From an optimization exercise on the open Yosys and OpenROAD flow, aimed at small area, a short achievable clock period and few clock cycles; shortcuts taken in it are not production practice.
RTL that was checked went through simulation tests only; none was proved equivalent to the original.
The RTL of runs 2 and 3 was laid out without a check of its function.
Power is estimated from default activity; no workload was simulated.

==> design.v <==
package swu_pkg;
   localparam int SIMD         = 2;
   localparam int IP_PRECISION = 8;
   localparam int DEF_IFM_WIDTH     = 12;
   localparam int DEF_IFM_HEIGHT    = 12;
   localparam int DEF_IFM_CHANNELS  = 8;
   localparam int DEF_KERNEL_HEIGHT = 3;
   localparam int DEF_KERNEL_WIDTH  = 3;
   localparam int DEF_STRIDE_HT     = 2;
   localparam int DEF_STRIDE_WT     = 2;
   localparam int IDX_W   = 16;
   localparam int COORD_W = 8;
   typedef logic [SIMD*IP_PRECISION-1:0] simd_word_t;
   typedef logic [IDX_W-1:0] idx_t;
   typedef struct packed {
      logic [COORD_W-1:0] out_row;
      logic [COORD_W-1:0] out_col;
      logic [COORD_W-1:0] k_row;
      logic [COORD_W-1:0] k_col;
      logic [COORD_W-1:0] fold;
   } window_pos_t;
endpackage
`timescale 1ns/1ps
module swu_line_buffer #(
   parameter int DEPTH = 48
) (
   input  logic                aclk,
   input  logic                shift_i,
   input  swu_pkg::simd_word_t din_i,
   output logic [DEPTH*16-1:0]  q_o
);
   swu_pkg::simd_word_t sr [DEPTH];
   always_ff @(posedge aclk) begin
      if (shift_i) begin
         for (int i = 0; i < DEPTH - 1; i++) begin
            sr[i] <= sr[i+1];
         end
         sr[DEPTH-1] <= din_i;
      end
   end
   for (genvar g = 0; g < DEPTH; g++) begin : g_q
      assign q_o[g*16 +: 16] = sr[g];
   end
endmodule
module swu_ring_buffer #(
   parameter int DEPTH = 56
) (
   input  logic                aclk,
   input  logic                load_i,    
   input  logic                load_h_i,  
   input  swu_pkg::simd_word_t din_i,
   output logic [DEPTH*16-1:0] q_o
);
   localparam int HALF = DEPTH / 2;
   swu_pkg::simd_word_t r [DEPTH];
   always_ff @(posedge aclk) begin
      for (int i = 0; i < DEPTH; i++) begin
         if (i == DEPTH - 1) begin
            r[i] <= load_i ? din_i : r[0];
         end else if (i == HALF - 1) begin
            r[i] <= load_h_i ? din_i : r[i+1];
         end else begin
            r[i] <= r[i+1];
         end
      end
   end
   for (genvar g = 0; g < DEPTH; g++) begin : g_q
      assign q_o[g*16 +: 16] = r[g];
   end
endmodule
`timescale 1ns/1ps
module swu_write_ctrl (
   input  logic       aclk,
   input  logic       aresetn,
   input  logic       adv_i,
   output logic [6:0] cls_o,      
   output logic [6:0] cls_inc_o   
);
   function automatic logic [6:0] classify(input logic [3:0] r, input logic [3:0] p, input logic [1:0] f);
      logic d;
      d = p == 4'd11;
      classify = {r == 4'd11, !d && r == 4'd0, !d && r[0], !d && !r[0] && r != 4'd0,
                  p == 4'd10 && f == 2'd3, r == 4'd11 && p == 4'd11 && f == 2'd3,
                  p == 4'd0 && f == 2'd0};
   endfunction
   logic [3:0] row_q, px_q, row_i, px_i;
   logic [1:0] fold_q, fold_i;
   logic [6:0] cls_q, cls_i;
   always_comb begin
      row_i  = row_q;
      px_i   = px_q;
      fold_i = fold_q + 2'd1;
      if (fold_q == 2'd3) begin
         if (px_q == 4'd11) begin
            px_i  = 4'd0;
            row_i = (row_q == 4'd11) ? 4'd0 : row_q + 4'd1;
         end else begin
            px_i = px_q + 4'd1;
         end
      end
      cls_i = classify(row_i, px_i, fold_i);
   end
   always_ff @(posedge aclk) begin
      if (!aresetn) begin
         row_q  <= '0;
         px_q   <= '0;
         fold_q <= '0;
         cls_q  <= classify(4'd0, 4'd0, 2'd0);
      end else if (adv_i) begin
         row_q  <= row_i;
         px_q   <= px_i;
         fold_q <= fold_i;
         cls_q  <= cls_i;
      end
   end
   assign cls_o     = cls_q;
   assign cls_inc_o = cls_i;
endmodule
`timescale 1ns/1ps
module swu_window_addr_gen (
   input  logic        aclk,
   input  logic        aresetn,
   input  logic        step_i,
   output logic [16:0] pos_o,      
   output logic [16:0] pos_inc_o,  
   output logic [3:0]  sel_o       
);
   function automatic logic [16:0] decode(input logic [2:0] oy, input logic [2:0] ox,
                                          input logic [1:0] kh, input logic [1:0] kw,
                                          input logic [1:0] c);
      logic       lk;
      logic [4:0] req;
      logic [5:0] w;
      logic [6:0] wb;
      logic [6:0] wm;
      lk  = kh == 2'd0 && (ox == 3'd0 || kw != 2'd0);
      req = lk ? 5'd0 : (kh == 2'd0) ? 5'd24 + {3'd0, c} : 5'd12 + {1'b0, kw, c};
      w   = {ox, 3'b000} + {2'b00, kw, c};
      wb  = {1'b0, w} + 7'd20;
      wm  = (wb >= 7'd56) ? wb - 7'd56 : (wb >= 7'd28) ? wb - 7'd28 : wb;
      decode = {req, kh != 2'd1, lk, kh == 2'd1,
                oy == 3'd4 && ox == 3'd4 && kh == 2'd2 && kw == 2'd2 && c == 2'd3,
                ox == 3'd4 && kh == 2'd1 && kw == 2'd2 && c == 2'd3,
                wm[4:0],
                (wb >= 7'd28) && (wb < 7'd56),
                ox == 3'd4 && kh == 2'd1 && kw != 2'd0};
   endfunction
   function automatic logic [3:0] rsel(input logic [16:0] d, input logic [2:0] ox,
                                       input logic [1:0] kh, input logic [1:0] kw);
      rsel = {kh == 2'd2, kh == 2'd1, kh == 2'd0 && ox != 3'd0 && kw == 2'd0, d[1]};
   endfunction
   logic [2:0]  oy_q, ox_q, oy_i, ox_i;
   logic [1:0]  kh_q, kw_q, c_q, kh_i, kw_i, c_i;
   logic [16:0] pos_q, pos_i;
   logic [3:0]  sel_q;
   always_comb begin
      oy_i = oy_q;
      ox_i = ox_q;
      kh_i = kh_q;
      kw_i = kw_q;
      c_i  = c_q + 2'd1;
      if (c_q == 2'd3) begin
         kw_i = (kw_q == 2'd2) ? 2'd0 : kw_q + 2'd1;
         if (kw_q == 2'd2) begin
            kh_i = (kh_q == 2'd2) ? 2'd0 : kh_q + 2'd1;
            if (kh_q == 2'd2) begin
               ox_i = (ox_q == 3'd4) ? 3'd0 : ox_q + 3'd1;
               if (ox_q == 3'd4) begin
                  oy_i = (oy_q == 3'd4) ? 3'd0 : oy_q + 3'd1;
               end
            end
         end
      end
      pos_i = decode(oy_i, ox_i, kh_i, kw_i, c_i);
   end
   always_ff @(posedge aclk) begin
      if (!aresetn) begin
         oy_q  <= '0;
         ox_q  <= '0;
         kh_q  <= '0;
         kw_q  <= '0;
         c_q   <= '0;
         pos_q <= decode(3'd0, 3'd0, 2'd0, 2'd0, 2'd0);
         sel_q <= rsel(decode(3'd0, 3'd0, 2'd0, 2'd0, 2'd0), 3'd0, 2'd0, 2'd0);
      end else if (step_i) begin
         oy_q  <= oy_i;
         ox_q  <= ox_i;
         kh_q  <= kh_i;
         kw_q  <= kw_i;
         c_q   <= c_i;
         pos_q <= pos_i;
         sel_q <= rsel(pos_i, ox_i, kh_i, kw_i);
      end
   end
   assign pos_o     = pos_q;
   assign pos_inc_o = pos_i;
   assign sel_o     = sel_q;
endmodule
`timescale 1ns/1ps
module swu_output_stage (
   input  logic                aclk,
   input  logic                aresetn,
   input  logic                push_i,
   input  logic                last_i,    
   input  logic                done_i,    
   input  swu_pkg::simd_word_t data_i,
   input  logic                m_ready_i,
   output logic                m_valid_o,
   output swu_pkg::simd_word_t m_data_o,
   output logic                skid_full_o,
   output logic                release_o,  
   output logic                out_free_o  
);
   logic                out_valid;
   logic                out_wait;
   logic                skid_valid;
   logic                skid_wait;
   swu_pkg::simd_word_t out_data;
   swu_pkg::simd_word_t skid_data;
   logic                out_free;
   logic                in_wait;
   assign out_free  = out_valid ? m_ready_i : !out_wait;
   assign in_wait   = last_i && !done_i;
   assign release_o = out_wait && done_i;
   always_ff @(posedge aclk) begin
      if (!aresetn) begin
         out_valid  <= 1'b0;
         out_wait   <= 1'b0;
         skid_valid <= 1'b0;
         skid_wait  <= 1'b0;
      end else begin
         skid_valid <= !out_free && (skid_valid || push_i);
         if (!out_free && !skid_valid) begin
            skid_wait <= in_wait;
         end
         if (out_free) begin
            if (skid_valid) begin
               out_valid <= !skid_wait;
               out_wait  <= skid_wait;
            end else begin
               out_valid <= push_i && !in_wait;
               out_wait  <= push_i && in_wait;
            end
         end else if (release_o) begin
            out_valid <= 1'b1;
            out_wait  <= 1'b0;
         end
      end
   end
   always_ff @(posedge aclk) begin
      if (!aresetn) begin
         out_data <= '0;
      end else if (out_free) begin
         out_data <= skid_valid ? skid_data : data_i;
      end
   end
   always_ff @(posedge aclk) begin
      if (!out_free && !skid_valid) begin
         skid_data <= data_i;
      end
   end
   assign m_valid_o   = out_valid;
   assign m_data_o    = out_data;
   assign skid_full_o = skid_valid;
   assign out_free_o  = out_free;
endmodule
`timescale 1ns/1ps
module swu_top #(
   parameter int IFM_WIDTH     = swu_pkg::DEF_IFM_WIDTH,
   parameter int IFM_HEIGHT    = swu_pkg::DEF_IFM_HEIGHT,
   parameter int IFM_CHANNELS  = swu_pkg::DEF_IFM_CHANNELS,
   parameter int KERNEL_HEIGHT = swu_pkg::DEF_KERNEL_HEIGHT,
   parameter int KERNEL_WIDTH  = swu_pkg::DEF_KERNEL_WIDTH,
   parameter int STRIDE_HT     = swu_pkg::DEF_STRIDE_HT,
   parameter int STRIDE_WT     = swu_pkg::DEF_STRIDE_WT
) (
   input  logic                aclk,
   input  logic                aresetn,
   input  swu_pkg::simd_word_t s_axis_tdata_i,
   input  logic                s_axis_tvalid_i,
   output logic                s_axis_tready_o,
   output swu_pkg::simd_word_t m_axis_tdata_o,
   output logic                m_axis_tvalid_o,
   input  logic                m_axis_tready_i
);
   localparam int RDEPTH = 56;    
   typedef struct packed {
      logic tready;
      logic free;
      logic need;
      logic e_take;
      logic b_take;
   } dec_t;
   typedef struct packed {
      logic e_ok;      
      logic b_ok;      
      logic in_done;   
   } flags_t;
   function automatic dec_t decide(input logic [6:0] cls, input logic [16:0] pos,
                                   input logic [4:0] phe, input logic [4:0] phb,
                                   input flags_t fl, input logic fok);
      logic row0, odd, even, first, drop, started, lock, bread, lockable;
      logic ale, pale, alb, b0;
      dec_t d;
      row0     = cls[5];
      odd      = cls[4];
      even     = cls[3];
      first    = cls[0];
      drop     = !(row0 || odd || even);
      started  = odd && !first;
      lock     = pos[10];
      bread    = pos[9];
      lockable = pos[0];
      ale      = !pos[11] || (phe == pos[16:12]);
      pale     = phe == 5'd0;
      alb      = phb == pos[6:2];
      b0       = phb == 5'd0;
      d.e_take = (row0 && fl.e_ok && pale) || (even && lock && fok && ale);
      d.b_take = odd && b0 && (fl.b_ok || (bread && lockable && fok && (started || alb)));
      d.tready = drop || d.e_take || d.b_take;
      d.need   = fok && ((lock && even && ale) || (bread && started && b0));
      d.free   = fok && !lock && ale && !(bread && (started || !alb));
      decide = d;
   endfunction
   function automatic flags_t next_flags(input flags_t fl, input logic step, input logic acc,
                                         input logic rel, input logic [6:0] cls,
                                         input logic [16:0] pos);
      flags_t n;
      n.e_ok    = (step && pos[8]) || (fl.e_ok && !(acc && cls[5] && cls[2]));
      n.b_ok    = (step && pos[7]) || (fl.b_ok && !(acc && cls[4] && cls[2] && !cls[6]));
      n.in_done = (acc && cls[1]) ? 1'b1 : (rel || (step && pos[8])) ? 1'b0 : fl.in_done;
      next_flags = n;
   endfunction
   dec_t        dec_q, dec_a0, dec_a1, dec_b0, dec_b1;
   flags_t      fl_q, fl_a, fl_b;
   logic [6:0]  cls, cls_inc, cls_b;
   logic [16:0] pos, pos_inc, pos_a, pos_b;
   logic [3:0]  sel;
   logic [4:0]  phe_q, phe_inc, phe_b, phb_q, phb_inc, phb_b;
   logic        hfe_q, hfe_inc, hfe_b, hfb_q, hfb_inc, hfb_b;
   logic        tv;
   logic        acc;
   logic        seq_step;
   logic        e_shift, b_shift;
   logic        step_a, step_b;
   logic        skid_full, out_valid, out_free, skid_a, skid_b;
   logic        released;
   logic [RDEPTH*16-1:0] ev;
   logic [RDEPTH*16-1:0] od;
   swu_pkg::simd_word_t  rd_data;
   swu_pkg::simd_word_t  rd_e0, rd_e2, rd_b;
   assign tv       = s_axis_tvalid_i;
   assign acc      = tv && dec_q.tready;
   assign seq_step = dec_q.free || (tv && dec_q.need);
   assign e_shift  = tv && dec_q.e_take;
   assign b_shift  = tv && dec_q.b_take;
   swu_write_ctrl u_write_ctrl (
      .aclk      (aclk),
      .aresetn   (aresetn),
      .adv_i     (acc),
      .cls_o     (cls),
      .cls_inc_o (cls_inc)
   );
   swu_window_addr_gen u_window_addr_gen (
      .aclk      (aclk),
      .aresetn   (aresetn),
      .step_i    (seq_step),
      .pos_o     (pos),
      .pos_inc_o (pos_inc),
      .sel_o     (sel)
   );
   swu_ring_buffer #(.DEPTH(RDEPTH)) u_even_buf (
      .aclk     (aclk),
      .load_i   (e_shift && !hfe_q),
      .load_h_i (e_shift && hfe_q),
      .din_i    (s_axis_tdata_i),
      .q_o      (ev)
   );
   swu_ring_buffer #(.DEPTH(RDEPTH)) u_odd_buf (
      .aclk     (aclk),
      .load_i   (b_shift && !hfb_q),
      .load_h_i (b_shift && hfb_q),
      .din_i    (s_axis_tdata_i),
      .q_o      (od)
   );
   assign rd_e0   = (sel[1] ^ hfe_q) ? ev[40*16 +: 16] : ev[12*16 +: 16];
   assign rd_e2   = hfe_q ? ev[4*16 +: 16] : ev[32*16 +: 16];
   assign rd_b    = (sel[0] == hfb_q) ? od[48*16 +: 16] : od[20*16 +: 16];
   assign rd_data = sel[3] ? rd_e2 : sel[2] ? rd_b : rd_e0;
   swu_output_stage u_output_stage (
      .aclk        (aclk),
      .aresetn     (aresetn),
      .push_i      (seq_step),
      .last_i      (pos[8]),
      .done_i      (fl_q.in_done),
      .data_i      (rd_data),
      .m_ready_i   (m_axis_tready_i),
      .m_valid_o   (out_valid),
      .m_data_o    (m_axis_tdata_o),
      .skid_full_o (skid_full),
      .release_o   (released),
      .out_free_o  (out_free)
   );
   assign m_axis_tvalid_o = out_valid;
   assign step_a = dec_q.free;
   assign step_b = dec_q.free || dec_q.need;
   assign pos_a  = step_a ? pos_inc : pos;
   assign pos_b  = step_b ? pos_inc : pos;
   assign cls_b  = dec_q.tready ? cls_inc : cls;
   assign fl_a   = next_flags(fl_q, step_a, 1'b0, released, cls, pos);
   assign fl_b   = next_flags(fl_q, step_b, dec_q.tready, released, cls, pos);
   assign phe_inc = (phe_q == 5'd27) ? 5'd0 : phe_q + 5'd1;
   assign hfe_inc = (phe_q == 5'd27) ? !hfe_q : hfe_q;
   assign phe_b   = dec_q.e_take ? phe_q : phe_inc;
   assign hfe_b   = dec_q.e_take ? hfe_q : hfe_inc;
   assign phb_inc = (phb_q == 5'd27) ? 5'd0 : phb_q + 5'd1;
   assign hfb_inc = (phb_q == 5'd27) ? !hfb_q : hfb_q;
   assign phb_b   = dec_q.b_take ? phb_q : phb_inc;
   assign hfb_b   = dec_q.b_take ? hfb_q : hfb_inc;
   assign dec_a0 = decide(cls,   pos_a, phe_inc, phb_inc, fl_a, 1'b0);
   assign dec_a1 = decide(cls,   pos_a, phe_inc, phb_inc, fl_a, 1'b1);
   assign dec_b0 = decide(cls_b, pos_b, phe_b,   phb_b,   fl_b, 1'b0);
   assign dec_b1 = decide(cls_b, pos_b, phe_b,   phb_b,   fl_b, 1'b1);
   assign skid_a = !out_free && (skid_full || step_a);
   assign skid_b = !out_free && (skid_full || step_b);
   always_ff @(posedge aclk) begin
      if (!aresetn) begin
         fl_q  <= 3'b110;
         phe_q <= 5'd0;
         hfe_q <= 1'b0;
         phb_q <= 5'd8;
         hfb_q <= 1'b0;
         dec_q <= decide(7'b0100001, 17'b00000_1_1_0_0_0_10100_0_0, 5'd0, 5'd8, 3'b110, 1'b1);
      end else if (tv) begin
         fl_q  <= fl_b;
         phe_q <= phe_b;
         hfe_q <= hfe_b;
         phb_q <= phb_b;
         hfb_q <= hfb_b;
         dec_q <= skid_b ? dec_b0 : dec_b1;
      end else begin
         fl_q  <= fl_a;
         phe_q <= phe_inc;
         hfe_q <= hfe_inc;
         phb_q <= phb_inc;
         hfb_q <= hfb_inc;
         dec_q <= skid_a ? dec_a0 : dec_a1;
      end
   end
   assign s_axis_tready_o = dec_q.tready;
endmodule
==> run.sh <==
#!/bin/bash
# synth_recipe.tcl (not shown) runs the flow's synth.tcl, then flattens the netlist and writes it again
# the make line also repeats each setting of config.mk as NAME=value (left out here)
make -C /OpenROAD-flow-scripts/flow DESIGN_CONFIG=/design/flow/config.mk WORK_HOME=/design/flow/orfs CLKGATE_MAP_FILE= SYNTH_SCRIPT=/design/flow/synth_recipe.tcl finish
==> config.mk <==
export PLATFORM = sky130hd
export DESIGN_NAME = swu_top
export DESIGN_NICKNAME = swu_top
export VERILOG_FILES = /design/flow/design.v
export SDC_FILE = /design/flow/constraint.sdc
export NUM_CORES = 4
export LEC_CHECK = 0
export ABC_CLOCK_PERIOD_IN_PS = 2500
export CAP_MARGIN = 20
export CORE_MARGIN = 2
export CORE_UTILIZATION = 60
export SETUP_SLACK_MARGIN = 4.3
export SLEW_MARGIN = 20
==> constraint.sdc <==
create_clock -name core_clock -period 6.5 [get_ports {aclk}]
set_input_delay 1.3000 -clock core_clock [delete_from_list [all_inputs] [get_ports {aclk}]]
set_output_delay 1.3000 -clock core_clock [all_outputs]
set_load 0.01 [all_outputs]
==> results.sh, run 1 <==
export IMPL_synthesis_nets=2847
export IMPL_path_buf_inv=3
export IMPL_cts_tree="done"
export IMPL_reg2reg_to="dec_q[3]"
export IMPL_slew_headroom=0.439
export IMPL_tns_ns=0
export IMPL_swShare=0.200
export IMPL_fillCellCount=4564
export IMPL_rows=99
export IMPL_die_h_um=275
export IMPL_start_util=0.605
export IMPL_avgSynthCellArea_um2=15.7
export IMPL_synth_area_top_cells="dfxtp_1 (85%), mux2_2 (2.1%), mux2i_1 (1.7%)"
export IMPL_finalHoldViolCount=0
export IMPL_worst_path_stages=20
export IMPL_leakage_nw=21.3
export IMPL_drv_cap=0
export IMPL_ant_nets=0
export IMPL_io_pins=38
export IMPL_setup_viol=0
export IMPL_crit_slowest_cell="dfxtp_4"
export IMPL_port_buffers=37
export IMPL_start_kind="register"
export IMPL_first_pass_iters=5
export IMPL_drtIter0Drc=1187
export IMPL_area_growth_pct=20.1
export IMPL_switchingPower_w=0.00444
export IMPL_holdCritStartpoint="u_odd_buf.r[9][10]"
export IMPL_ys_types=75
export IMPL_core_area_mm2=0.0728
export IMPL_worstSetupPathType="reg2reg"
export IMPL_cp_end_kind="register"
export IMPL_place_hpwl_um=38200
export IMPL_p_clk_frac=0.439
export IMPL_grt_setup_unrepaired="yes"
export IMPL_most_common_layout_cells="dfxtp_1 (1844), clkbuf_16 (164), nor2_1 (118), nand2_1 (78), a21oi_1 (76)"
export IMPL_comb_power_share=0.016
export IMPL_track_usage=0.192
export IMPL_cp_max_fo=7
export IMPL_fin_cells=4118
export IMPL_fin_ws_ns=2.75
export IMPL_max_stage_delay_ns=0.37
export IMPL_nets=3073
export IMPL_antenna_found_initial=1
export IMPL_status="complete, no violations"
export IMPL_synth_edf_count=16
export IMPL_fmax_mhz=267
export IMPL_drc_errors=0
export IMPL_ys_flop_type="dfxtp_1"
export IMPL_final_common_cell="dfxtp_1"
export IMPL_power_frac_seq=0.546
export IMPL_path_cells="ha_4, nand4b_4, nor2_4, nand3_2, o21ai_4, ha_4, ha_4, clkinvlp_4, ha_4, a32o_2, o22ai_2, mux2i_1, buf_4, xnor2_4, nor2b_1, o211ai_1, buf_4, nor3_2, o21ai_0, a21oi_1"
export IMPL_diodes=0
export IMPL_htreeDepth=4
export IMPL_post_synth_instance_area_mm2=0.0440
export IMPL_wl_per_cell_um=17.2
export IMPL_worstMarginPinSlew_ns=0.841
export IMPL_power_density_mw_per_mm2=419
export IMPL_gp_congestion=0.861
export IMPL_slew_viol_final=0
export IMPL_internal_power_w=0.0177
export IMPL_yosysWarningCount=6
export IMPL_ir_drop_mv=0.392
export IMPL_fin_crit_sh=0.576
export IMPL_worst_r2r_setup_slack_ns=2.75
export IMPL_drt_total_wl_um=71000
export IMPL_pre_cts_ws_ns=2.13
export IMPL_dieWidth_um=275
export IMPL_yosysTopAreaCell="dfxtp_1"
export IMPL_final_area_mm2=0.0529
export IMPL_grt_pass1_wl_um=111000
export IMPL_overflow=0
export IMPL_root_buffer="clkbuf_16"
export IMPL_hold_end="u_odd_buf.r[8][10]"
export IMPL_cts_max_path_buffers=3
export IMPL_fin_crit_ns=3.75
export IMPL_ys_seq_area_frac=0.865
export IMPL_reg2reg_from="u_window_addr_gen.pos_q[3]"
export IMPL_cts_sinks=1894
export IMPL_placed_cell_area_mm2=0.0457
export IMPL_dp_cells=3736
export IMPL_required_ns=7.15
export IMPL_skew_ns=0.0430
export IMPL_cpMostUsedCell="ha_4"
export IMPL_clkTransAtPathRegs_ns=0.06
export IMPL_worstHoldPathType="reg2reg"
export IMPL_hold_depth=0
export IMPL_drive_gt1_frac=0.192
export IMPL_via_per_inst=4.77
export IMPL_async_flop_share=0
export IMPL_hold_buffers=0
export IMPL_synth_top_area_frac=0.854
export IMPL_insertion_delay_ns=0.75
export IMPL_synth_seq_cells=1894
export IMPL_vias=19600
export IMPL_arrival_ns=4.40
export IMPL_ff2ff_path_depth=20
export IMPL_die_area_mm2=0.0756
export IMPL_grt_max_degree=43
export IMPL_syn_inst=2804
export IMPL_grt_pass1_vias=20000
export IMPL_critical_path_top_delay_family="adder cells"
export IMPL_numCtsBuffers=163
worst reg2reg max path, delay by kind of cell (launching register included):
family	cells	cell delay, ns
xor gates and xnor gates	1	0.16
muxes	1	0.10
buffers and inverters	3	0.43
AOI/OAI and AO/OA	6	0.90
DFF	1	0.37
adders and majority gates	4	0.95
and+or+nand+nor	5	0.77
worst max path at each step:
stage / to / from
after floorplan: dec_q[4] / u_window_addr_gen.pos_q[2]
after global placement: dec_q[4] / u_window_addr_gen.pos_q[2]
after detailed placement: dec_q[4] / u_window_addr_gen.pos_q[2]
after CTS: dec_q[4] / u_window_addr_gen.pos_q[2]
after global routing: dec_q[3] / u_window_addr_gen.pos_q[3]
final: dec_q[3] / u_window_addr_gen.pos_q[3]
synth_stat cells, types with 10 or more instances:
| cell | n |
|---|---|
| dfxtp_1 | 1878 |
| nor2_1 | 123 |
| a21oi_1 | 87 |
| nand2_1 | 85 |
| mux2_2 | 84 |
| mux2i_1 | 73 |
| clkbuf_1 | 57 |
| a211oi_1 | 52 |
| o21ai_0 | 37 |
| ha_1 | 23 |
| nor3_1 | 22 |
| nand3_1 | 21 |
| inv_1 | 19 |
| xnor2_1 | 19 |
| edfxtp_1 | 16 |
| nand2b_1 | 14 |
| nor2b_1 | 13 |
| xor2_1 | 12 |
| buf_1 | 10 |
what timing repair did:
action,CTS,global route
gates cloned,2,1
endpoints found under the setup margin,197,51
gates resized for setup,217,56
pin swaps,24,29
buffers inserted,57,28
power by group through the flow:
stage / combinational, W / sequential (W) / clock [W]
final: 0.000353 / 0.0121 / 0.00973
after global routing: 0.000383 / 0.0121 / 0.0104
after CTS: 0.000341 / 0.0121 / 0.00994
after detailed placement: 0.000297 / 0.0124 / 0
after global placement: 0.000295 / 0.0123 / 0
after floorplan: 0.000212 / 0.0123 / 0
state kept, by name (all words and copies together) (netlist names), 2 cells and up:
name and cells:
u_write_ctrl.fold_q 2, dec_q 5, u_even_buf.r 896, u_write_ctrl.row_q 4, u_write_ctrl.px_q 4, u_window_addr_gen.kh_q 2, phb_q 5, u_output_stage.skid_data 16
u_window_addr_gen.pos_q 15, u_window_addr_gen.sel_q 4, phe_q 5, u_window_addr_gen.oy_q 3, u_odd_buf.r 896, u_output_stage.out_data 16, fl_q 3, u_window_addr_gen.ox_q 3
u_write_ctrl.cls_q 7, u_window_addr_gen.kw_q 2
layer usage:
layer  vias up  track usage  part of all wire
met5         -            0                 0
met4         0       0.0755             0.025
met3       141       0.0367             0.035
met2       358        0.292              0.44
met1      9448        0.275              0.50
li1       9681            -                 -
layout make-up:
class                      instances  area [um^2]  share of cell area
tap                              959         1200              0.0227
clock buffer                     243         4750              0.0898
sequential                      1894        38200               0.722
clock inverter                    51          862              0.0163
multi-input combinational        815         6440               0.122
timing repair buffer             135         1370              0.0260
inverter                          21          104             0.00196
cells by family after synthesis:
| group | after synthesis | share of synthesized area |
|---|---|---|
| flops | 1894 | 0.865 |
| xor+xnor | 31 | 0.00616 |
| compound gates | 255 | 0.0375 |
| simple gates | 347 | 0.0383 |
| buf+inv | 96 | 0.00858 |
| fa+ha+maj | 23 | 0.00653 |
| mux | 158 | 0.0384 |
per-stage QoR:
stage                     power, W   util  hold slack (ns)
final                       0.0222  0.726            0.292
after global routing        0.0229  0.726            0.292
after CTS                   0.0224  0.720            0.287
after detailed placement    0.0126  0.628            0.312
after global placement      0.0126  0.628            0.310
after floorplan             0.0125      -            0.310
Testbench counts, summed over its fixed seeds: cycles 55,664.
==> run 2, diff against run 1 <==
--- a/design.v
+++ b/design.v
@@ -86,5 +86,5 @@
    logic [3:0] row_q, px_q, row_i, px_i;
    logic [1:0] fold_q, fold_i;
-   logic [6:0] cls_q, cls_i;
+   logic [6:0] cls_q, cls_n_q;
    always_comb begin
       row_i  = row_q;
@@ -99,21 +99,22 @@
          end
       end
-      cls_i = classify(row_i, px_i, fold_i);
    end
    always_ff @(posedge aclk) begin
       if (!aresetn) begin
-         row_q  <= '0;
-         px_q   <= '0;
-         fold_q <= '0;
-         cls_q  <= classify(4'd0, 4'd0, 2'd0);
+         row_q   <= '0;
+         px_q    <= '0;
+         fold_q  <= 2'd1;
+         cls_q   <= classify(4'd0, 4'd0, 2'd0);
+         cls_n_q <= classify(4'd0, 4'd0, 2'd1);
       end else if (adv_i) begin
-         row_q  <= row_i;
-         px_q   <= px_i;
-         fold_q <= fold_i;
-         cls_q  <= cls_i;
+         row_q   <= row_i;
+         px_q    <= px_i;
+         fold_q  <= fold_i;
+         cls_q   <= cls_n_q;
+         cls_n_q <= classify(row_i, px_i, fold_i);
       end
    end
    assign cls_o     = cls_q;
-   assign cls_inc_o = cls_i;
+   assign cls_inc_o = cls_n_q;
 endmodule
 `timescale 1ns/1ps
@@ -152,6 +153,6 @@
    logic [2:0]  oy_q, ox_q, oy_i, ox_i;
    logic [1:0]  kh_q, kw_q, c_q, kh_i, kw_i, c_i;
-   logic [16:0] pos_q, pos_i;
-   logic [3:0]  sel_q;
+   logic [16:0] pos_q, pos_n_q;
+   logic [3:0]  sel_q, sel_n_q;
    always_comb begin
       oy_i = oy_q;
@@ -172,27 +173,30 @@
          end
       end
-      pos_i = decode(oy_i, ox_i, kh_i, kw_i, c_i);
    end
    always_ff @(posedge aclk) begin
       if (!aresetn) begin
-         oy_q  <= '0;
-         ox_q  <= '0;
-         kh_q  <= '0;
-         kw_q  <= '0;
-         c_q   <= '0;
-         pos_q <= decode(3'd0, 3'd0, 2'd0, 2'd0, 2'd0);
-         sel_q <= rsel(decode(3'd0, 3'd0, 2'd0, 2'd0, 2'd0), 3'd0, 2'd0, 2'd0);
+         oy_q    <= '0;
+         ox_q    <= '0;
+         kh_q    <= '0;
+         kw_q    <= '0;
+         c_q     <= 2'd1;
+         pos_q   <= decode(3'd0, 3'd0, 2'd0, 2'd0, 2'd0);
+         sel_q   <= rsel(decode(3'd0, 3'd0, 2'd0, 2'd0, 2'd0), 3'd0, 2'd0, 2'd0);
+         pos_n_q <= decode(3'd0, 3'd0, 2'd0, 2'd0, 2'd1);
+         sel_n_q <= rsel(decode(3'd0, 3'd0, 2'd0, 2'd0, 2'd1), 3'd0, 2'd0, 2'd0);
       end else if (step_i) begin
-         oy_q  <= oy_i;
-         ox_q  <= ox_i;
-         kh_q  <= kh_i;
-         kw_q  <= kw_i;
-         c_q   <= c_i;
-         pos_q <= pos_i;
-         sel_q <= rsel(pos_i, ox_i, kh_i, kw_i);
+         oy_q    <= oy_i;
+         ox_q    <= ox_i;
+         kh_q    <= kh_i;
+         kw_q    <= kw_i;
+         c_q     <= c_i;
+         pos_q   <= pos_n_q;
+         sel_q   <= sel_n_q;
+         pos_n_q <= decode(oy_i, ox_i, kh_i, kw_i, c_i);
+         sel_n_q <= rsel(decode(oy_i, ox_i, kh_i, kw_i, c_i), ox_i, kh_i, kw_i);
       end
    end
    assign pos_o     = pos_q;
-   assign pos_inc_o = pos_i;
+   assign pos_inc_o = pos_n_q;
    assign sel_o     = sel_q;
 endmodule
==> run 2 against run 1 <==
Effect of this change: still clean; sequential power is essentially flat; global-route usage shrank 0.36 points; worst hold slack gained 0.0078 ns; sequential share of layout area grew 0.15 points; combinational power grew 1%.
==> results.sh, run 2 <==
export IMPL_p_clk_frac=0.445
export IMPL_power_density_mw_per_mm2=425
export IMPL_grt_pass1_wl_um=113000
export IMPL_final_common_cell="dfxtp_1"
export IMPL_internal_power_w=0.0182
export IMPL_hold_buffers=0
export IMPL_synth_top_area_frac=0.849
export IMPL_ir_drop_mv=0.280
export IMPL_grt_max_degree=56
export IMPL_antenna_found_initial=0
export IMPL_wl_per_cell_um=16.9
export IMPL_tns_ns=0
export IMPL_start_kind="register"
export IMPL_avgSynthCellArea_um2=15.6
export IMPL_rows=100
export IMPL_synth_edf_count=16
export IMPL_core_area_mm2=0.0743
export IMPL_insertion_delay_ns=0.75
export IMPL_drive_gt1_frac=0.179
export IMPL_port_buffers=37
export IMPL_crit_start="u_window_addr_gen.pos_n_q[3]"
export IMPL_track_usage=0.189
export IMPL_swShare=0.200
export IMPL_cp_max_fo=6
export IMPL_clkTransAtPathRegs_ns=0.06
export IMPL_synthesis_nets=2921
export IMPL_vias=19900
export IMPL_fin_crit_sh=0.425
export IMPL_drv_cap=0
export IMPL_synth_area_top_cells="dfxtp_1 (85%), mux2_2 (1.8%), nand2_1 (1.3%)"
export IMPL_htreeDepth=4
export IMPL_start_util=0.604
export IMPL_holdCritStartpoint="u_even_buf.r[6][1]"
export IMPL_first_pass_iters=4
export IMPL_slew_headroom=0.417
export IMPL_dieWidth_um=278
export IMPL_pre_cts_ws_ns=2.84
export IMPL_ys_types=80
export IMPL_worstHoldPathType="reg2reg"
export IMPL_fin_util=0.720
export IMPL_required_ns=7.13
export IMPL_worstSetupPathType="reg2reg"
export IMPL_fin_ws_ns=3.74
export IMPL_syn_inst=2878
export IMPL_yosysTopAreaCell="dfxtp_1"
export IMPL_skew_ns=0.0453
export IMPL_cts_tree="done"
export IMPL_die_h_um=278
export IMPL_cts_sinks=1920
export IMPL_worstMarginPinSlew_ns=0.863
export IMPL_worst_r2r_setup_slack_ns=3.74
export IMPL_holdWs_ns=0.299
export IMPL_drc_errors=0
export IMPL_area_growth_pct=19.2
export IMPL_nets=3125
export IMPL_leakage_nw=21.6
export IMPL_post_synth_instance_area_mm2=0.0449
export IMPL_numCtsBuffers=168
export IMPL_io_pins=38
export IMPL_fin_crit_ns=2.76
export IMPL_top_regs="u_even_buf.r: 896 flops, u_odd_buf.r: 896 flops"
export IMPL_yosysWarningCount=6
export IMPL_most_common_layout_cells="dfxtp_1 (1860), clkbuf_16 (170), nand2_1 (157), mux2_2 (72), nor2_1 (72)"
export IMPL_power_frac_seq=0.539
export IMPL_ys_seq_area_frac=0.859
export IMPL_synthTopCellsByCount="dfxtp_1 (1904), nand2_1 (161), nor2_1 (75)"
export IMPL_die_area_mm2=0.0771
export IMPL_setup_viol=0
export IMPL_reg2reg_from="u_window_addr_gen.pos_n_q[3]"
export IMPL_synth_seq_cells=1920
export IMPL_drtIter0Drc=978
export IMPL_async_flop_share=0
export IMPL_grt_pass1_vias=20700
export IMPL_root_buffer="clkbuf_16"
export IMPL_ant_nets=0
export IMPL_synth_most_common_cell="dfxtp_1"
export IMPL_comb_power_share=0.016
export IMPL_finalHoldViolCount=0
export IMPL_fmax_mhz=362
export IMPL_cts_max_path_buffers=3
export IMPL_ys_flop_type="dfxtp_1"
export IMPL_overflow=0
export IMPL_grt_setup_unrepaired="yes"
export IMPL_via_per_inst=4.75
export IMPL_slew_viol_final=0
export IMPL_place_hpwl_um=38400
export IMPL_drt_total_wl_um=70700
export IMPL_status="complete, no violations"
export IMPL_arrival_ns=3.39
export IMPL_cp_end_kind="register"
export IMPL_gp_congestion=0.813
export IMPL_switchingPower_w=0.00455
run 2: critical path, stage by stage (launching register included):
cell and delay (ns):
dfxtp_4 0.36, ha_4 0.18, nand3b_4 0.10, nor2_4 0.14, nand2_1 0.08, o21ai_2 0.09
ha_4 0.25, ha_4 0.18, xor2_4 0.14, inv_2 0.07, ha_4 0.17, o2bb2ai_2 0.15
a2111oi_0 0.42, o21ai_1 0.15, a32oi_1 0.21
run 2: what timing repair did:
item,CTS,global route
buffers inserted,40,15
setup endpoints to repair,196,58
pin swaps,21,15
gates cloned,4,0
resized for setup,204,60
run 2: path summary, 6_finish.rpt:
path,to,cells after the start
hold reg to reg,u_even_buf.r[5][1],0
hold / removal,u_even_buf.r[5][1],0
setup / recovery,u_window_addr_gen.pos_n_q[6],14
setup reg to reg,u_window_addr_gen.pos_n_q[6],14
run 2: cell families after synthesis:
| group | share of synthesized area |
|---|---|
| compound gates | 0.0413 |
| xor+xnor | 0.00660 |
| buf+inv | 0.00975 |
| flops | 0.859 |
| fa+ha+maj | 0.00641 |
| mux | 0.0313 |
| simple gates | 0.0453 |
run 2: metrics by stage:
stage / area (um^2) / std cells / total power [W]
after floorplan: 45300 / 2878 / 0.0127
after global placement: 46500 / 3822 / 0.0128
after detailed placement: 46500 / 3822 / 0.0128
after CTS: 53200 / 4166 / 0.0230
after global routing: 53500 / 4181 / 0.0235
final: 53500 / 4182 / 0.0227
run 2: final cells by class:
type	instances	area, um^2
Inverter	22	82.6
Tap cell	969	1210
Sequential cell	1920	38700
Clock buffer	244	4970
Antenna cell	1	2.50
Fill cell	4843	20800
Multi-Input combinational cell	861	6530
Timing Repair Buffer	109	1110
Clock inverter	56	917
run 2: routing by layer:
| metal | share of wire | up-vias | global-route usage |
|---|---|---|---|
| met5 | 0 | - | 0 |
| met4 | 0.023 | 0 | 0.0687 |
| met3 | 0.039 | 137 | 0.0408 |
| met2 | 0.44 | 332 | 0.286 |
| met1 | 0.50 | 9529 | 0.269 |
| li1 | - | 9855 | - |
run 2: power groups by stage:
stage | registers (W) | clock network (W) | logic [W]
after global routing | 0.0123 | 0.0108 | 0.000389
after global placement | 0.0125 | 0 | 0.000306
after floorplan | 0.0125 | 0 | 0.000206
after detailed placement | 0.0125 | 0 | 0.000315
final | 0.0123 | 0.0101 | 0.000358
after CTS | 0.0123 | 0.0103 | 0.000345
==> run 3, diff against run 2 <==
--- a/config.mk
+++ b/config.mk
@@ -10,4 +10,7 @@
 export CORE_MARGIN = 2
 export CORE_UTILIZATION = 60
+export CTS_BUF_LIST = sky130_fd_sc_hd__clkbuf_8
+export CTS_CLUSTER_DIAMETER = 50
+export CTS_CLUSTER_SIZE = 20
 export SETUP_SLACK_MARGIN = 4.3
 export SLEW_MARGIN = 20
==> run 3 against run 2 <==
Effect of this change: via count is 2.0% lower; largest cell class unchanged; clock skew is 0.0096 ns lower; first-iteration DRC count is 0.51% lower; sequential share of layout area is 4.8 points higher; core utilization is 4.5 points lower; final area is 6.2% lower; register-to-register slack worse by 0.06 ns; combinational power is 1% higher; still clean on timing, DRC and antenna; area after synthesis stayed put; worst hold slack better by 0.0041 ns; non-clock buffer count is 2 higher.
==> results.sh, run 3 <==
export IMPL_status="complete, no violations"
export IMPL_cts_max_path_buffers=3
export IMPL_fin_crit_ns=2.82
export IMPL_grt_setup_unrepaired="yes"
export IMPL_p_clk_frac=0.312
export IMPL_synth_seq_cells=1920
export IMPL_io_pins=38
export IMPL_cts_tree="done"
export IMPL_drt_total_wl_um=67600
export IMPL_ff2ff_path_depth=15
export IMPL_internal_power_w=0.0145
export IMPL_first_pass_iters=5
export IMPL_crit_end="u_window_addr_gen.pos_n_q[5]"
export IMPL_grt_busiest_layer="met2"
export IMPL_overflow=0
export IMPL_tns_ns=0
export IMPL_drtIter0Drc=973
export IMPL_clkTransAtPathRegs_ns=0.11
export IMPL_synth_top_area_frac=0.849
export IMPL_synth_edf_count=16
export IMPL_reg2reg_to="u_window_addr_gen.pos_n_q[5]"
export IMPL_hold_buffers=0
export IMPL_holdWs_ns=0.304
export IMPL_final_area_mm2=0.0502
export IMPL_gp_congestion=0.813
export IMPL_yosysWarningCount=6
export IMPL_fmax_mhz=354
export IMPL_rows=100
export IMPL_met2_usage=0.272
export IMPL_grtUsageMet1=0.263
export IMPL_synth_most_common_cell="dfxtp_1"
export IMPL_cp_end_kind="register"
export IMPL_slew_viol_final=0
export IMPL_leakage_nw=20.1
export IMPL_grt_pass1_vias=19700
export IMPL_finalHoldViolCount=0
export IMPL_fin_crit_sh=0.435
export IMPL_htreeDepth=3
export IMPL_start_util=0.604
export IMPL_cts_sinks=1920
export IMPL_placed_cell_area_mm2=0.0465
export IMPL_setup_viol=0
export IMPL_syn_inst=2878
export IMPL_drc_errors=0
export IMPL_required_ns=7.14
export IMPL_comb_power_share=0.020
export IMPL_worstHoldPathType="reg2reg"
export IMPL_numCtsBuffers=121
export IMPL_core_area_mm2=0.0743
export IMPL_synthTopCellsByCount="dfxtp_1 (1904), nand2_1 (161), nor2_1 (75)"
export IMPL_skew_ns=0.0357
export IMPL_synthesis_nets=2921
export IMPL_via_per_inst=4.77
export IMPL_power_density_mw_per_mm2=365
export IMPL_wl_per_cell_um=16.6
export IMPL_avgSynthCellArea_um2=15.6
export IMPL_top_regs="u_even_buf.r: 896 flops, u_odd_buf.r: 896 flops"
export IMPL_die_h_um=278
export IMPL_ys_seq_area_frac=0.859
export IMPL_worstMarginPinSlew_ns=0.735
export IMPL_crit_start="u_window_addr_gen.pos_n_q[3]"
export IMPL_grt_use_met3=0.0314
export IMPL_start_kind="register"
export IMPL_arrival_ns=3.46
export IMPL_fillCellCount=5254
export IMPL_ant_nets=0
export IMPL_final_common_cell="dfxtp_1"
export IMPL_place_hpwl_um=38400
export IMPL_vias=19500
export IMPL_async_flop_share=0
export IMPL_ys_flop_type="dfxtp_1"
export IMPL_nets=3081
export IMPL_reg2reg_from="u_window_addr_gen.pos_n_q[3]"
export IMPL_yosysTopAreaCell="dfxtp_1"
export IMPL_cp_max_fo=6
export IMPL_post_synth_instance_area_mm2=0.0449
export IMPL_swShare=0.207
export IMPL_die_area_mm2=0.0771
export IMPL_port_buffers=37
export IMPL_grt_max_degree=56
export IMPL_antenna_found_initial=1
export IMPL_root_buffer="clkbuf_8"
export IMPL_worst_r2r_setup_slack_ns=3.68
export IMPL_most_common_layout_cells="dfxtp_1 (1860), nand2_1 (156), clkbuf_8 (128), mux2_2 (72), nor2_1 (72)"
export IMPL_area_growth_pct=11.8
export IMPL_track_usage=0.178
export IMPL_power_frac_seq=0.668
export IMPL_switchingPower_w=0.00380
export IMPL_synth_area_top_cells="dfxtp_1 (85%), mux2_2 (1.8%), nand2_1 (1.3%)"
export IMPL_grt_pass1_wl_um=108000
export IMPL_drive_gt1_frac=0.157
export IMPL_ys_types=80
export IMPL_insertion_delay_ns=0.76
export IMPL_slew_headroom=0.504
export IMPL_drv_cap=0
export IMPL_ir_drop_mv=0.271
export IMPL_dieWidth_um=278
export IMPL_worstSetupPathType="reg2reg"
-- run 3: cell count changes in the layout (fill, tap and decap cells not counted), moves of 3 or more --
cell	delta
clkinv_16	-10
clkinv_4	+4
clkinv_2	-5
clkbuf_8	+84
bufinv_16	-4
clkinv_8	+5
inv_1	+15
inv_12	+3
clkbuf_16	-168
inv_8	+3
clkbuf_1	-30
mux2i_1	+3
inv_6	+5
-- run 3: area by class of cell --
cell class,count,area (um^2),area share
Sequential cell,1920,38700,0.771
Multi-Input combinational cell,862,6560,0.131
Clock buffer,127,1750,0.0348
Tap cell,969,1210,0.0241
Timing Repair Buffer,111,1160,0.0231
Clock inverter,69,727,0.0145
Inverter,22,85.1,0.00169
Antenna cell,2,5.00,0.0000997
-- run 3: how the worst min path moves through the flow --
| stage | start | endpoint | slack [ns] | cells after the start |
|---|---|---|---|---|
| 2_1_floorplan | u_even_buf.r[1][0] | u_even_buf.r[0][0] | 0.31 | 0 |
| 3_3_place_gp | u_even_buf.r[10][1] | u_even_buf.r[9][1] | 0.31 | 0 |
| 3_5_place_dp | u_even_buf.r[16][5] | u_even_buf.r[15][5] | 0.31 | 0 |
| 4_1_cts | u_even_buf.r[17][4] | u_even_buf.r[16][4] | 0.30 | 0 |
| 5_1_grt | u_even_buf.r[17][4] | u_even_buf.r[16][4] | 0.31 | 0 |
| 6_report | u_even_buf.r[34][7] | u_even_buf.r[33][7] | 0.30 | 0 |
-- run 3: cells by family after synthesis --
kind of cell	Yosys count	share of synthesized area
flops	1920	0.859
buf+inv	99	0.00975
fa+ha+maj	23	0.00641
compound gates	262	0.0413
simple gates	414	0.0453
xor+xnor	30	0.00660
mux	130	0.0313
-- run 3: power groups by stage --
stage               Sequential, W  Clock, W  Combinational, W
floorplan                  0.0125         0          0.000206
global placement           0.0125         0          0.000306
detailed placement         0.0125         0          0.000315
CTS                        0.0123   0.00592          0.000351
global route               0.0123   0.00637          0.000394
finish                     0.0123   0.00573          0.000362
-- run 3: routing by layer --
| metal | part of all wire | vias to the layer above |
|---|---|---|
| li1 | - | 9701 |
| met1 | 0.51 | 9367 |
| met2 | 0.44 | 263 |
| met3 | 0.031 | 123 |
| met4 | 0.023 | 0 |
| met5 | 0 | - |
-- run 3: timing repair --
item                                    CTS  global route
resized for setup                       213            57
endpoints found under the setup margin  185            58
pin swaps                                20            25
gates cloned                              4             2
setup buffers                            38            18
-- run 3: per-stage QoR --
| step | power [W] | worst slack, ns | cells | utilization |
|---|---|---|---|---|
| after floorplan | 0.0127 | 3.61 | 2878 | - |
| after global placement | 0.0128 | 2.88 | 3822 | 0.625 |
| after detailed placement | 0.0128 | 2.84 | 3822 | 0.625 |
| after CTS | 0.0185 | 3.70 | 4060 | 0.670 |
| after global routing | 0.0191 | 3.53 | 4081 | 0.676 |
| final | 0.0183 | 3.68 | 4082 | 0.676 |
-- run 3: worst max-delay path, stage by stage, from the launching register on --
cell and delay [ns]:
dfxtp_4 0.37, ha_4 0.18, nand3b_4 0.10, nor2_4 0.16, nand2_2 0.08, o21ai_2 0.09, ha_4 0.24, ha_4 0.18
xor2_4 0.14, inv_2 0.08, ha_4 0.19, a31oi_4 0.19, nor2_1 0.08, mux2i_2 0.24, a21oi_1 0.11, o311a_1 0.29
==> run 4, diff against run 3 <==
--- a/design.v
+++ b/design.v
@@ -180,5 +180,5 @@
          kh_q    <= '0;
          kw_q    <= '0;
-         c_q     <= 2'd1;
+         c_q     <= 2'd2;
          pos_q   <= decode(3'd0, 3'd0, 2'd0, 2'd0, 2'd0);
          sel_q   <= rsel(decode(3'd0, 3'd0, 2'd0, 2'd0, 2'd0), 3'd0, 2'd0, 2'd0);
@@ -193,6 +193,6 @@
          pos_q   <= pos_n_q;
          sel_q   <= sel_n_q;
-         pos_n_q <= decode(oy_i, ox_i, kh_i, kw_i, c_i);
-         sel_n_q <= rsel(decode(oy_i, ox_i, kh_i, kw_i, c_i), ox_i, kh_i, kw_i);
+         pos_n_q <= decode(oy_q, ox_q, kh_q, kw_q, c_q);
+         sel_n_q <= rsel(decode(oy_q, ox_q, kh_q, kw_q, c_q), ox_q, kh_q, kw_q);
       end
    end
--- a/config.mk
+++ b/config.mk
@@ -9,5 +9,5 @@
 export CAP_MARGIN = 20
 export CORE_MARGIN = 2
-export CORE_UTILIZATION = 60
+export CORE_UTILIZATION = 72
 export CTS_BUF_LIST = sky130_fd_sc_hd__clkbuf_8
 export CTS_CLUSTER_DIAMETER = 50
==> run 4 against run 3 <==
Effect of this change: area after synthesis decreased by 0.52%; global-route usage increased by 3.9 points; maximum frequency increased by 9.8%; via count decreased by 1.1%; setup slack improved by 0.25 ns; clock skew increased by 0.0014 ns; total power decreased by 0.80%; non-clock buffer count decreased by 4; largest power group unchanged; highest routed layer unchanged.
==> results.sh, run 4 <==
export IMPL_worstHoldPathType="reg2reg"
export IMPL_synth_top_area_frac=0.854
export IMPL_dieWidth_um=253
export IMPL_drc_errors=0
export IMPL_hold_buffers=0
export IMPL_cp_max_fo=2
export IMPL_fin_cells=3859
export IMPL_most_common_layout_cells="dfxtp_1 (1866), nand2_1 (144), clkbuf_8 (130), a21oi_1 (108), mux2_2 (91)"
export IMPL_grt_max_degree=55
export IMPL_setup_viol=0
export IMPL_synthesis_nets=2907
export IMPL_start_util=0.727
export IMPL_vias=19200
export IMPL_path_buf_inv=1
export IMPL_core_area_mm2=0.0615
export IMPL_port_buffers=37
export IMPL_first_pass_iters=5
export IMPL_internal_power_w=0.0144
export IMPL_crit_slowest_cell="dfxtp_4"
export IMPL_via_per_inst=4.99
export IMPL_insertion_delay_ns=0.77
export IMPL_fin_crit_sh=0.396
export IMPL_cts_tree="done"
export IMPL_gp_congestion=0.863
export IMPL_cp_end_kind="output port"
export IMPL_worst_r2r_setup_slack_ns=4.28
export IMPL_drtIter0Drc=1082
export IMPL_leakage_nw=19.9
export IMPL_io_pins=38
export IMPL_async_flop_share=0
export IMPL_slew_headroom=0.419
export IMPL_cts_max_path_buffers=3
export IMPL_grt_pass1_vias=19500
export IMPL_die_area_mm2=0.0641
export IMPL_die_h_um=253
export IMPL_comb_power_share=0.023
export IMPL_swShare=0.209
export IMPL_htreeDepth=3
export IMPL_power_density_mw_per_mm2=369
export IMPL_ys_flop_type="dfxtp_1"
export IMPL_grt_setup_unrepaired="yes"
export IMPL_max_stage_delay_ns=0.38
export IMPL_synth_seq_cells=1922
export IMPL_ys_types=74
export IMPL_final_common_cell="dfxtp_1"
export IMPL_critical_path_top_delay_family="flip-flops"
export IMPL_yosysWarningCount=6
export IMPL_area_growth_pct=10.3
export IMPL_fmax_mhz=389
export IMPL_slew_viol_final=0
export IMPL_place_hpwl_um=38900
export IMPL_worstMarginPinSlew_ns=0.871
export IMPL_tns_ns=0
export IMPL_finalHoldViolCount=0
export IMPL_top_regs="u_even_buf.r: 896 flops, u_odd_buf.r: 896 flops"
export IMPL_root_buffer="clkbuf_8"
export IMPL_numCtsBuffers=116
export IMPL_start_kind="register"
export IMPL_post_synth_instance_area_mm2=0.0447
export IMPL_power_frac_seq=0.677
export IMPL_cts_sinks=1922
export IMPL_track_usage=0.218
export IMPL_path_cells="buf_6"
export IMPL_ys_seq_area_frac=0.865
export IMPL_syn_inst=2863
export IMPL_required_ns=5.20
export IMPL_arrival_ns=1.27
export IMPL_overflow=0
export IMPL_dp_cells=3625
export IMPL_switchingPower_w=0.00381
export IMPL_avgSynthCellArea_um2=15.6
export IMPL_drive_gt1_frac=0.156
export IMPL_wl_per_cell_um=17.9
export IMPL_rows=91
export IMPL_synth_most_common_cell="dfxtp_1"
export IMPL_worstSetupPathType="reg2out"
export IMPL_ir_drop_mv=0.282
export IMPL_fin_crit_ns=2.57
export IMPL_synth_area_top_cells="dfxtp_1 (85%), mux2_2 (2.6%), a21oi_1 (1.3%)"
export IMPL_drv_cap=0
export IMPL_synthTopCellsByCount="dfxtp_1 (1906), nand2_1 (149), a21oi_1 (117)"
export IMPL_p_clk_frac=0.300
export IMPL_drt_total_wl_um=69100
export IMPL_synth_edf_count=16
export IMPL_skew_ns=0.0371
export IMPL_nets=3058
export IMPL_grt_pass1_wl_um=108000
export IMPL_status="complete, no violations"
export IMPL_yosysTopAreaCell="dfxtp_1"
export IMPL_antenna_found_initial=3
export IMPL_clkTransAtPathRegs_ns=0.11
export IMPL_ant_nets=0
[run 4: cell types whose count changed in the layout (fill, tap and decap cells not counted), moves of 13 or more]
cell	previous run	this run
a21boi_0	38	2
a21oi_1	33	108
nand2b_1	11	26
mux2_4	0	13
o211ai_1	3	24
a31oi_1	16	2
mux2_2	72	91
and2_1	24	2
o211a_1	24	0
nor2b_1	37	10
o21ai_1	5	18
[run 4: power groups by stage]
stage	clock network, W	logic (W)	registers, W
finish	0.00546	0.000420	0.0123
global route	0.00597	0.000449	0.0124
CTS	0.00557	0.000397	0.0123
detailed placement	0	0.000336	0.0126
global placement	0	0.000327	0.0126
floorplan	0	0.000241	0.0125
[run 4: final cells by class]
cell class                      count  area [um^2]
Clock buffer                      129         1780
Fill cell                        3118        12200
Tap cell                          790          988
Antenna cell                        1         2.50
Timing Repair Buffer              107         1080
Multi-Input combinational cell    845         6170
Sequential cell                  1922        38700
Inverter                           22         98.8
Clock inverter                     43          447
[run 4: logic make-up after synthesis]
| logic type | after synthesis | synth area share |
|---|---|---|
| fa+ha+maj | 24 | 0.00672 |
| simple gates | 368 | 0.0390 |
| xor+xnor | 27 | 0.00580 |
| mux | 162 | 0.0396 |
| compound gates | 262 | 0.0353 |
| flops | 1922 | 0.865 |
| buf+inv | 98 | 0.00882 |
[run 4: layer usage]
layer / vias up / track usage / share of wire
met3: 122 / 0.0357 / 0.036
li1: 9585 / - / -
met5: - / 0 / 0
met2: 329 / 0.343 / 0.46
met4: 0 / 0.0614 / 0.024
met1: 9206 / 0.316 / 0.48
[run 4: path summary, 6_finish.rpt]
path / from / to / cells after the start
worst min-delay path: u_even_buf.r[52][10] / u_even_buf.r[51][10] / 0
worst max register to register: dec_q[3] / dec_q[2] / 8
worst max-delay path: u_output_stage.out_data[10] / m_axis_tdata_o[10] / 1
worst min register to register: u_even_buf.r[52][10] / u_even_buf.r[51][10] / 0
[run 4: metrics by stage]
step / instance area, um^2 / hold WS, ns / worst slack, ns / total power [W] / util
floorplan: 44900 / 0.310 / 3.88 / 0.0127 / -
global placement: 46000 / 0.310 / 2.42 / 0.0129 / 0.747
detailed placement: 46000 / 0.312 / 2.38 / 0.0129 / 0.747
CTS: 48900 / 0.313 / 3.87 / 0.0183 / 0.795
global route: 49300 / 0.318 / 3.87 / 0.0188 / 0.802
finish: 49300 / 0.314 / 3.93 / 0.0182 / 0.802
[run 4: what timing repair did]
item                                    4_1_cts  5_1_grt
buffers inserted                             31       25
gates cloned                                  5        0
pin swaps                                    24       35
resized for setup                           204       68
endpoints found under the setup margin      222       73
Testbench counts of run 4, summed over its fixed seeds: cycles 55,664.
==> run 5, diff against run 4 <==
--- a/config.mk
+++ b/config.mk
@@ -9,5 +9,5 @@
 export CAP_MARGIN = 20
 export CORE_MARGIN = 2
-export CORE_UTILIZATION = 72
+export CORE_UTILIZATION = 60
 export CTS_BUF_LIST = sky130_fd_sc_hd__clkbuf_8
 export CTS_CLUSTER_DIAMETER = 50
==> run 5 against run 4 <==
Effect of this change: via count down 1.3%; first-iteration DRC count down 16%; area after synthesis unchanged; critical path depth unchanged; total power up 2.6%; non-clock buffer count down 21; setup slack worse by 0.029 ns; cell count up 5.0%; synthesized cell count unchanged; maximum frequency down 1.1%.
==> results.sh, run 5 <==
export IMPL_rows=100
export IMPL_clkTransAtPathRegs_ns=0.11
export IMPL_reg2reg_from="dec_q[3]"
export IMPL_worst_r2r_setup_slack_ns=4.26
export IMPL_overflow=0
export IMPL_reg2reg_to="dec_q[2]"
export IMPL_synth_top_area_frac=0.854
export IMPL_hold_buffers=0
export IMPL_track_usage=0.172
export IMPL_synth_area_top_cells="dfxtp_1 (85%), mux2_2 (2.6%), a21oi_1 (1.3%)"
export IMPL_ys_types=74
export IMPL_synth_seq_cells=1922
export IMPL_path_buf_inv=1
export IMPL_first_pass_iters=5
export IMPL_core_area_mm2=0.0741
export IMPL_yosysWarningCount=6
export IMPL_synth_most_common_cell="dfxtp_1"
export IMPL_hold_end="u_even_buf.r[6][1]"
export IMPL_setup_viol=0
export IMPL_dieWidth_um=277
export IMPL_arrival_ns=1.30
export IMPL_grt_pass1_wl_um=103000
export IMPL_skew_ns=0.0337
export IMPL_slew_headroom=0.426
export IMPL_fin_crit_ns=2.60
export IMPL_leakage_nw=19.9
export IMPL_die_area_mm2=0.0767
export IMPL_io_pins=38
export IMPL_most_common_layout_cells="dfxtp_1 (1868), nand2_1 (145), clkbuf_8 (140), a21oi_1 (113), mux2_2 (93)"
export IMPL_start_util=0.603
export IMPL_fin_crit_sh=0.400
export IMPL_avgSynthCellArea_um2=15.6
export IMPL_area_growth_pct=11.1
export IMPL_drive_gt1_frac=0.154
export IMPL_crit_slowest_cell="dfxtp_4"
export IMPL_synthesis_nets=2907
export IMPL_drv_cap=0
export IMPL_final_common_cell="dfxtp_1"
export IMPL_worstMarginPinSlew_ns=0.861
export IMPL_ir_drop_mv=0.260
export IMPL_start_kind="register"
export IMPL_cp_end_kind="output port"
export IMPL_nets=3052
export IMPL_hold_depth=0
export IMPL_insertion_delay_ns=0.79
export IMPL_root_buffer="clkbuf_8"
export IMPL_numCtsBuffers=131
export IMPL_power_density_mw_per_mm2=376
export IMPL_grt_max_degree=42
export IMPL_worstSetupPathType="reg2out"
export IMPL_wl_per_cell_um=16.0
export IMPL_worst_path_stages=1
export IMPL_fmax_mhz=384
export IMPL_fillCellCount=5243
export IMPL_top_regs="u_even_buf.r: 896 flops, u_odd_buf.r: 896 flops"
export IMPL_cts_sinks=1922
export IMPL_ys_flop_type="dfxtp_1"
export IMPL_grt_setup_unrepaired="yes"
export IMPL_holdCritStartpoint="u_even_buf.r[7][1]"
export IMPL_syn_inst=2863
export IMPL_status="complete, no violations"
export IMPL_yosysTopAreaCell="dfxtp_1"
export IMPL_max_stage_delay_ns=0.41
export IMPL_ys_seq_area_frac=0.865
export IMPL_die_h_um=277
export IMPL_worstHoldPathType="reg2reg"
export IMPL_gp_congestion=0.837
export IMPL_slew_viol_final=0
export IMPL_async_flop_share=0
export IMPL_path_cells="buf_6"
export IMPL_port_buffers=37
export IMPL_synth_edf_count=16
export IMPL_via_per_inst=4.69
export IMPL_critical_path_top_delay_family="flip-flops"
export IMPL_synthTopCellsByCount="dfxtp_1 (1906), nand2_1 (149), a21oi_1 (117)"
export IMPL_p_total_w=0.0187
export IMPL_finalHoldViolCount=0
export IMPL_grt_pass1_vias=18900
export IMPL_ff2ff_path_depth=8
export IMPL_required_ns=5.20
export IMPL_vias=19000
export IMPL_tns_ns=0
export IMPL_drc_errors=0
export IMPL_post_synth_instance_area_mm2=0.0447
export IMPL_antenna_found_initial=4
export IMPL_cts_tree="done"
export IMPL_cts_max_path_buffers=3
export IMPL_ant_nets=0
export IMPL_place_hpwl_um=36600
export IMPL_cp_max_fo=2
export IMPL_drtIter0Drc=913
export IMPL_drt_total_wl_um=64900
export IMPL_htreeDepth=4
==> run 5: cell count changes in the layout (fill, tap and decap cells not counted), sizes merged <==
cell	before	now
clkinv	14	25
bufbuf	2	1
bufinv	4	11
clkinvlp	5	7
clkdlybuf4s15	0	2
buf	87	65
inv	42	48
clkbuf	131	141
==> run 5: layer usage <==
layer  vias to the layer above  GRT usage  wire, um
met5                         -          0         0
met4                         0     0.0698      1820
met3                       131     0.0322      1930
met2                       250      0.252     27700
met1                      9044      0.254     33400
li1                       9576          -         -
==> run 5: per-stage QoR <==
step	hold slack, ns	setup slack, ns	area (um^2)	std cells	utilization
after floorplan	0.310	3.88	44900	2863	-
after global placement	0.310	2.77	46200	3806	0.624
after detailed placement	0.312	2.71	46200	3806	0.624
after CTS	0.310	3.81	49500	4045	0.668
after global routing	0.328	3.83	49600	4053	0.670
final	0.314	3.90	49600	4053	0.670
==> run 5: area by class of cell <==
cell class              instances  area [um^2]  share of cell area
clock buffers                 139         1910              0.0385
diodes                          1         2.50           0.0000504
multi-input cells             845         6060               0.122
inverters                      22         85.1             0.00171
flip-flops and latches       1922        38700               0.780
repair buffers                 86          887              0.0179
well taps                     969         1210              0.0244
clock inverters                69          746              0.0150
==> run 5: cells by family after synthesis <==
logic type | synth area share
adder cells (fa/ha/maj) | 0.00672
flip-flops | 0.865
buffers and inverters | 0.00882
multiplexers | 0.0396
AND/OR/NAND/NOR | 0.0390
XOR/XNOR | 0.00580
AO/OA/AOI/OAI | 0.0353
==> run 5: worst max path at each step <==
| stage | start | end | slack (ns) |
|---|---|---|---|
| 6_report | u_output_stage.out_data[4] | m_axis_tdata_o[4] | 3.90 |
| 5_1_grt | u_output_stage.out_data[4] | m_axis_tdata_o[4] | 3.83 |
| 4_1_cts | u_output_stage.out_data[4] | m_axis_tdata_o[4] | 3.81 |
| 3_5_place_dp | aresetn | u_window_addr_gen.pos_n_q[6] | 2.71 |
| 3_3_place_gp | aresetn | u_window_addr_gen.pos_n_q[6] | 2.77 |
| 2_1_floorplan | m_axis_tready_i | dec_q[4] | 3.88 |
==> run 5: what timing repair did <==
item	CTS	global route
resized for setup	196	34
setup buffers	28	7
pin swaps	22	20
cloned	3	0
setup endpoints to repair	208	51
==> run 5: worst register-to-register path: stages (launching register included) <==
cell and delay, ns:
dfxtp_4 0.37, buf_12 0.14, mux2i_4 0.29, mux2_4 0.34, o311ai_4 0.22, nor2_2 0.09, a2111oi_4 0.33, a311oi_2 0.20
a31oi_1 0.19
==> run 5: power breakdown <==
group	internal, W	total [W]	switching, W
clock network	0.00249	0.00597	0.00348
logic	0.000174	0.000390	0.000216
registers	0.0122	0.0123	0.000137
total	0.0148	0.0187	0.00383
==> run 6, diff against run 5 <==
--- a/config.mk
+++ b/config.mk
@@ -10,5 +10,5 @@
 export CORE_MARGIN = 2
 export CORE_UTILIZATION = 60
-export CTS_BUF_LIST = sky130_fd_sc_hd__clkbuf_8
+export CTS_BUF_LIST = sky130_fd_sc_hd__clkbuf_8 sky130_fd_sc_hd__clkbuf_16
 export CTS_CLUSTER_DIAMETER = 50
 export CTS_CLUSTER_SIZE = 20
==> run 6 against run 5 <==
Effect of this change: still clean on timing, DRC and antenna; sequential power about the same; worst hold slack about the same; maximum frequency is 3.6% higher; core utilization rose by 2.3 points; final area up 3.5%; combinational power is 2% higher; critical path type unchanged; critical endpoint unchanged; largest cell class unchanged; largest power group unchanged; highest routed layer unchanged.
==> results.sh, run 6 <==
export IMPL_track_usage=0.175
export IMPL_most_common_layout_cells="dfxtp_1 (1869), nand2_1 (145), clkbuf_16 (132), a21oi_1 (113), mux2_2 (92)"
export IMPL_skew_ns=0.0288
export IMPL_slew_headroom=0.438
export IMPL_fmax_mhz=398
export IMPL_dp_cells=3806
export IMPL_antenna_found_initial=3
export IMPL_finalHoldViolCount=0
export IMPL_drtIter0Drc=1060
export IMPL_gp_congestion=0.837
export IMPL_cts_sinks=1922
export IMPL_post_synth_instance_area_mm2=0.0447
export IMPL_synth_top_area_frac=0.854
export IMPL_wl_per_cell_um=16.2
export IMPL_cts_tree="done"
export IMPL_dieWidth_um=277
export IMPL_first_pass_iters=5
export IMPL_setup_viol=0
export IMPL_synth_seq_cells=1922
export IMPL_vias=19100
export IMPL_overflow=0
export IMPL_cts_max_path_buffers=3
export IMPL_fin_util=0.694
export IMPL_die_area_mm2=0.0767
export IMPL_placed_cell_area_mm2=0.0462
export IMPL_grt_setup_unrepaired="yes"
export IMPL_fin_crit_ns=2.51
export IMPL_die_h_um=277
export IMPL_fin_crit_sh=0.386
export IMPL_status="complete, no violations"
export IMPL_fin_cells=4067
export IMPL_max_stage_delay_ns=0.40
export IMPL_clkTransAtPathRegs_ns=0.08
export IMPL_area_growth_pct=15.0
export IMPL_async_flop_share=0
export IMPL_ir_drop_mv=0.296
export IMPL_tns_ns=0
export IMPL_drive_gt1_frac=0.159
export IMPL_path_cells="buf_6"
export IMPL_insertion_delay_ns=0.71
export IMPL_hold_depth=0
export IMPL_avgSynthCellArea_um2=15.6
export IMPL_ant_nets=0
export IMPL_final_area_mm2=0.0514
export IMPL_root_buffer="clkbuf_16"
export IMPL_drc_errors=0
export IMPL_grt_max_degree=42
export IMPL_worstMarginPinSlew_ns=0.844
export IMPL_drt_total_wl_um=66000
export IMPL_final_common_cell="dfxtp_1"
export IMPL_fillCellCount=5034
export IMPL_numCtsBuffers=131
export IMPL_cp_max_fo=2
export IMPL_path_buf_inv=1
export IMPL_ys_flop_type="dfxtp_1"
export IMPL_syn_inst=2863
export IMPL_cp_end_kind="output port"
export IMPL_io_pins=38
export IMPL_via_per_inst=4.71
export IMPL_ys_types=74
export IMPL_place_hpwl_um=36600
export IMPL_power_density_mw_per_mm2=404
export IMPL_ff2ff_path_depth=8
export IMPL_yosysTopAreaCell="dfxtp_1"
export IMPL_synthTopCellsByCount="dfxtp_1 (1906), nand2_1 (149), a21oi_1 (117)"
export IMPL_crit_slowest_cell="dfxtp_4"
export IMPL_nets=3067
export IMPL_grt_pass1_wl_um=105000
export IMPL_synth_most_common_cell="dfxtp_1"
export IMPL_worstSetupPathType="reg2out"
export IMPL_htreeDepth=4
-- run 6: cell types whose count changed in the layout (fill, tap and decap cells not counted), moves of 4 or more --
cell        change
clkbuf_16     +132
clkbuf_8      -131
buf_4          +10
clkinv_8        +6
clkinvlp_4      -4
-- run 6: path summary, 6_finish.rpt --
kind / startpoint / endpoint / slack, ns
max: u_output_stage.out_data[4] / m_axis_tdata_o[4] / 3.99
min: u_even_buf.r[7][1] / u_even_buf.r[6][1] / 0.31
max reg2reg: dec_q[3] / dec_q[2] / 4.27
min reg2reg: u_even_buf.r[7][1] / u_even_buf.r[6][1] / 0.31
-- run 6: stage by stage --
step | power (W) | setup slack [ns]
4_1_cts | 0.0210 | 3.93
6_report | 0.0208 | 3.99
5_1_grt | 0.0215 | 3.95
3_3_place_gp | 0.0129 | 2.77
2_1_floorplan | 0.0127 | 3.88
3_5_place_dp | 0.0129 | 2.71
-- run 6: logic make-up after synthesis --
logic type	Yosys count	synth area share
buffers and inverters	98	0.00882
xor gates and xnor gates	27	0.00580
adders and majority gates	24	0.00672
AOI/OAI and AO/OA	262	0.0353
muxes	162	0.0396
and+or+nand+nor	368	0.0390
DFF	1922	0.865
-- run 6: final cells by class --
class / count / area, um^2 / area share
flip-flops and latches: 1922 / 38700 / 0.754
multi-input cells: 845 / 6090 / 0.119
clock buffers: 139 / 3390 / 0.0660
well taps: 969 / 1210 / 0.0236
repair buffers: 101 / 1060 / 0.0206
clock inverters: 69 / 805 / 0.0157
inverters: 22 / 87.6 / 0.00170
-- run 6: what timing repair did --
action	in CTS	in global routing
hold endpoints to repair	0	0
buffers inserted	30	19
endpoints found under the setup margin	220	97
resized for setup	196	45
gates cloned	3	1
pin swaps	19	23
hold buffers	0	0
-- run 6: routing by layer --
layer,vias to the layer above,share of wire,global-route usage
li1,9641,-,-
met5,-,0,0
met3,127,0.035,0.0349
met4,0,0.026,0.0670
met2,268,0.43,0.259
met1,9112,0.51,0.257
-- run 6: where the power goes --
part           switching [W]  total [W]  leakage, nW  internal, W
clock network        0.00381    0.00807         2.11      0.00426
registers           0.000139     0.0123         15.7       0.0122
logic               0.000218   0.000396         2.94     0.000179
-- run 6: worst reg2reg max path, stage by stage, from the launching register on --
cell and delay [ns]:
dfxtp_4 0.38, buf_12 0.14, mux2i_4 0.28, mux2_4 0.33, o311ai_4 0.22, nor2_2 0.09
a2111oi_4 0.34, a311oi_2 0.21, a31oi_1 0.16

Setup slack of run 6, layout unchanged: 3.989 ns with ideal ports, 3.922 ns with driving cells assumed (clock clkbuf_16, inputs buf_2), 3.589 ns with port delays also shifted by the 0.762 ns mid clock arrival.
